Context: an optimization exercise on an open-source flow, tuned for a short achievable clock period and few clock cycles per item. The choices shown serve that exercise and are no tape-out recipe. RTL that was checked went through simulation tests only; none was proved equivalent to the original.

## run R
==> flow/design.v <==
`default_nettype none
module req_credit_fifo #(
    parameter int ADDR_W = 6,
    parameter int DATA_W = 32,
    parameter int LANES  = DATA_W / 8,
    parameter int DEPTH  = 2 ** ADDR_W
) (
    input  logic              clk,
    input  logic              rst,
    input  logic              req_valid,
    input  logic [ADDR_W-1:0] req_addr,
    input  logic [LANES-1:0]  req_be,
    input  logic [DATA_W-1:0] req_wdata,
    output logic              s_valid,    
    output logic [DEPTH-1:0]  s_sel,      
    output logic [LANES-1:0]  s_be,       
    output logic [DATA_W-1:0] s_wdata
);
    always_ff @(posedge clk) begin
        for (int i = 0; i < DEPTH; i++) begin
            s_sel[i] <= (req_addr == ADDR_W'(i));
        end
        s_be    <= req_be & {LANES{req_valid}};
        s_wdata <= req_wdata;
    end
    always_ff @(posedge clk) begin
        if (rst) begin
            s_valid <= 1'b0;
        end else begin
            s_valid <= req_valid;
        end
    end
endmodule
`default_nettype wire
`default_nettype none
module wbe_sram #(
    parameter int ADDR_W = 6,
    parameter int DATA_W = 32,
    parameter int LANES  = DATA_W / 8,
    parameter int DEPTH  = 2 ** ADDR_W,
    parameter int GROUPS = 4
) (
    input  logic                     clk,
    input  logic [DEPTH-1:0]         sel,
    input  logic [LANES-1:0]         be,
    input  logic [DATA_W-1:0]        wdata,
    output logic [GROUPS*DATA_W-1:0] part
);
    localparam int PER_GROUP = DEPTH / GROUPS;
    logic [DATA_W-1:0] words [DEPTH];    
    for (genvar w = 0; w < DEPTH; w++) begin : g_word
        for (genvar l = 0; l < LANES; l++) begin : g_lane
            always_ff @(posedge clk) begin
                if (sel[w] && be[l]) begin
                    words[w][l*8 +: 8] <= wdata[l*8 +: 8];
                end
            end
        end
    end
    always_ff @(posedge clk) begin
        for (int g = 0; g < GROUPS; g++) begin
            logic [DATA_W-1:0] acc;
            acc = '0;
            for (int k = 0; k < PER_GROUP; k++) begin
                acc = acc | ({DATA_W{sel[g*PER_GROUP + k]}} & words[g*PER_GROUP + k]);
            end
            part[g*DATA_W +: DATA_W] <= acc;
        end
    end
endmodule
`default_nettype wire
`default_nettype none
module mem_issue_ctrl #(
    parameter int RSP_CREDITS = 2,
    parameter int DATA_W      = 32,
    parameter int GROUPS      = 4,
    parameter int QDEPTH      = 3
) (
    input  logic                     clk,
    input  logic                     rst,
    input  logic                     s_valid,    
    input  logic [GROUPS*DATA_W-1:0] part,       
    input  logic                     rsp_credit,
    output logic                     req_credit,
    output logic                     rsp_valid,
    output logic [DATA_W-1:0]        rsp_rdata
);
    localparam int CNT_W = $clog2(RSP_CREDITS + 1);
    localparam int QN_W  = $clog2(QDEPTH + 1);
    logic              r_valid;                  
    logic [DATA_W-1:0] r_data;
    logic              head_valid;               
    logic [DATA_W-1:0] q_data [QDEPTH];          
    logic [QN_W-1:0]   q_cnt;
    logic [CNT_W-1:0]  slots;                    
    logic              head_free;
    logic              head_valid_nxt;
    logic              slot_left;
    always_comb begin
        r_data = '0;
        for (int g = 0; g < GROUPS; g++) begin
            r_data = r_data | part[g*DATA_W +: DATA_W];
        end
    end
    assign head_free      = !head_valid || rsp_valid;
    assign head_valid_nxt = !head_free || (q_cnt != '0) || r_valid;
    assign slot_left      = (slots != CNT_W'(rsp_valid));
    assign req_credit = rsp_valid;
    always_ff @(posedge clk) begin
        if (head_free) begin
            rsp_rdata <= (q_cnt != '0) ? q_data[0] : r_data;
        end
        for (int k = 0; k < QDEPTH; k++) begin
            if (head_free && q_cnt != '0) begin
                if (r_valid && q_cnt == QN_W'(k + 1)) begin
                    q_data[k] <= r_data;
                end else if (k + 1 < QDEPTH) begin
                    q_data[k] <= q_data[k + 1];
                end
            end else if (!head_free && r_valid && q_cnt == QN_W'(k)) begin
                q_data[k] <= r_data;
            end
        end
    end
    always_ff @(posedge clk) begin
        if (rst) begin
            r_valid    <= 1'b0;
            head_valid <= 1'b0;
            q_cnt      <= '0;
            slots      <= CNT_W'(RSP_CREDITS);
            rsp_valid  <= 1'b0;
        end else begin
            r_valid    <= s_valid;
            head_valid <= head_valid_nxt;
            if (head_free) begin
                if (q_cnt != '0 && !r_valid) q_cnt <= q_cnt - 1'b1;
            end else if (r_valid) begin
                q_cnt <= q_cnt + 1'b1;
            end
            slots     <= slots - CNT_W'(rsp_valid) + CNT_W'(rsp_credit);
            rsp_valid <= head_valid_nxt && (slot_left || rsp_credit);
        end
    end
endmodule
`default_nettype wire
`default_nettype none
module wbe_mem_top #(
    parameter int ADDR_W      = 6,
    parameter int DATA_W      = 32,
    parameter int REQ_DEPTH   = 4,
    parameter int RSP_CREDITS = 2,
    parameter int LANES       = DATA_W / 8
) (
    input  logic              clk,
    input  logic              rst,
    input  logic              req_valid,
    input  logic [ADDR_W-1:0] req_addr,
    input  logic [LANES-1:0]  req_be,
    input  logic [DATA_W-1:0] req_wdata,
    input  logic              rsp_credit,
    output logic              req_credit,
    output logic              rsp_valid,
    output logic [DATA_W-1:0] rsp_rdata
);
    localparam int DEPTH  = 2 ** ADDR_W;
    localparam int GROUPS = 4;
    logic                     s_valid;
    logic [DEPTH-1:0]         s_sel;
    logic [LANES-1:0]         s_be;
    logic [DATA_W-1:0]        s_wdata;
    logic [GROUPS*DATA_W-1:0] part;
    req_credit_fifo #(
        .ADDR_W (ADDR_W),
        .DATA_W (DATA_W)
    ) u_fifo (
        .clk       (clk),
        .rst       (rst),
        .req_valid (req_valid),
        .req_addr  (req_addr),
        .req_be    (req_be),
        .req_wdata (req_wdata),
        .s_valid   (s_valid),
        .s_sel     (s_sel),
        .s_be      (s_be),
        .s_wdata   (s_wdata)
    );
    wbe_sram #(
        .ADDR_W (ADDR_W),
        .DATA_W (DATA_W),
        .GROUPS (GROUPS)
    ) u_sram (
        .clk   (clk),
        .sel   (s_sel),
        .be    (s_be),
        .wdata (s_wdata),
        .part  (part)
    );
    mem_issue_ctrl #(
        .RSP_CREDITS (RSP_CREDITS),
        .DATA_W      (DATA_W),
        .GROUPS      (GROUPS),
        .QDEPTH      (REQ_DEPTH - 1)
    ) u_ctrl (
        .clk        (clk),
        .rst        (rst),
        .s_valid    (s_valid),
        .part       (part),
        .rsp_credit (rsp_credit),
        .req_credit (req_credit),
        .rsp_valid  (rsp_valid),
        .rsp_rdata  (rsp_rdata)
    );
endmodule
`default_nettype wire
clock: 4.3 ns
lec_check: 0
abc_clock_period_in_ps: 2000
cap_margin: 20
core_margin: 2
core_utilization: 65
place_density: 0.75
setup_slack_margin: 2.3
slew_margin: 20
run.sh (not shown) runs the stock make flow with config.mk's settings and CLKGATE_MAP_FILE= SYNTH_SCRIPT=/design/flow/synth_recipe.tcl, a recipe that flattens the netlist after the stock synthesis.
Testbench counts of run R, summed over its fixed seeds: cycles 4,120, items 4,096.
[inputs] run X vs run R
diff --git a/flow/design.v b/flow/design.v
--- a/flow/design.v
+++ b/flow/design.v
@@ -88,10 +88,12 @@
     localparam int CNT_W = $clog2(RSP_CREDITS + 1);
     localparam int QN_W  = $clog2(QDEPTH + 1);
     logic              r_valid;                  
     logic [DATA_W-1:0] r_data;
     logic              head_valid;               
+    logic [DATA_W-1:0] head_keep;                
+    logic [DATA_W-1:0] head_nxt;
     logic [DATA_W-1:0] q_data [QDEPTH];          
     logic [QN_W-1:0]   q_cnt;
     logic [CNT_W-1:0]  slots;                    
     logic              head_free;
     logic              head_valid_nxt;
@@ -104,13 +106,15 @@
     end
     assign head_free      = !head_valid || rsp_valid;
     assign head_valid_nxt = !head_free || (q_cnt != '0) || r_valid;
     assign slot_left      = (slots != CNT_W'(rsp_valid));
     assign req_credit = rsp_valid;
-    always_ff @(posedge clk) begin
+    assign head_nxt = (q_cnt != '0) ? q_data[0] : r_data;
+    always_ff @(posedge clk) begin
+        rsp_rdata <= head_free ? head_nxt : head_keep;
         if (head_free) begin
-            rsp_rdata <= (q_cnt != '0) ? q_data[0] : r_data;
+            head_keep <= head_nxt;
         end
         for (int k = 0; k < QDEPTH; k++) begin
             if (head_free && q_cnt != '0) begin
                 if (r_valid && q_cnt == QN_W'(k + 1)) begin
                     q_data[k] <= r_data;
--- outcome ---
- Per the final summary, run X finished and its layout is clean on timing, DRC and antenna.
- Run X ended up with a higher number of global-route vias before repair than run R did.
- Run R -> run X: number of clock buffer instances in the layout decreased slightly
- met3 routed wirelength is lower on run X
- Vias per cell delta (run R -> run X): insignificant
- Summary of run X over run R: setup slack -0.020 ns, global-route total usage across every layer ~0 delta, sequential share of cell area -0.17 points.
The RTL of run X was laid out without a check of its function.

## what the ideal ports hide
The flow's constraints put no driver on any port. The routed layouts listed below were extracted and timed again, unchanged, in two steps. Step 1 assumes that a clkbuf_16 drives the clock port and a buf_2 every other input. Step 2, shift: input delay + t, output delay - t, t = (earliest + latest rising clock arrival at the registers) / 2. This alone moves slack from input paths to output paths. a / b / c = ideal ports / drivers / drivers and shift; a / b = the first two.
run	t, ns	setup slack, ns	hold WS [ns]	worst setup path after step 2	cell pins on the clock port's net
run R	0.917	2.035 / 1.959 / 1.727	0.445 / 0.393 / 0.466	input to register	1
run X	0.933	2.015 / 1.934 / 1.826	0.432 / 0.375 / 0.456	input to register	1
After both steps setup and hold are still met in every run listed. For run R, which loses most, drivers alone change the setup slack by -0.076 ns; drivers and shift together by -0.308 ns.
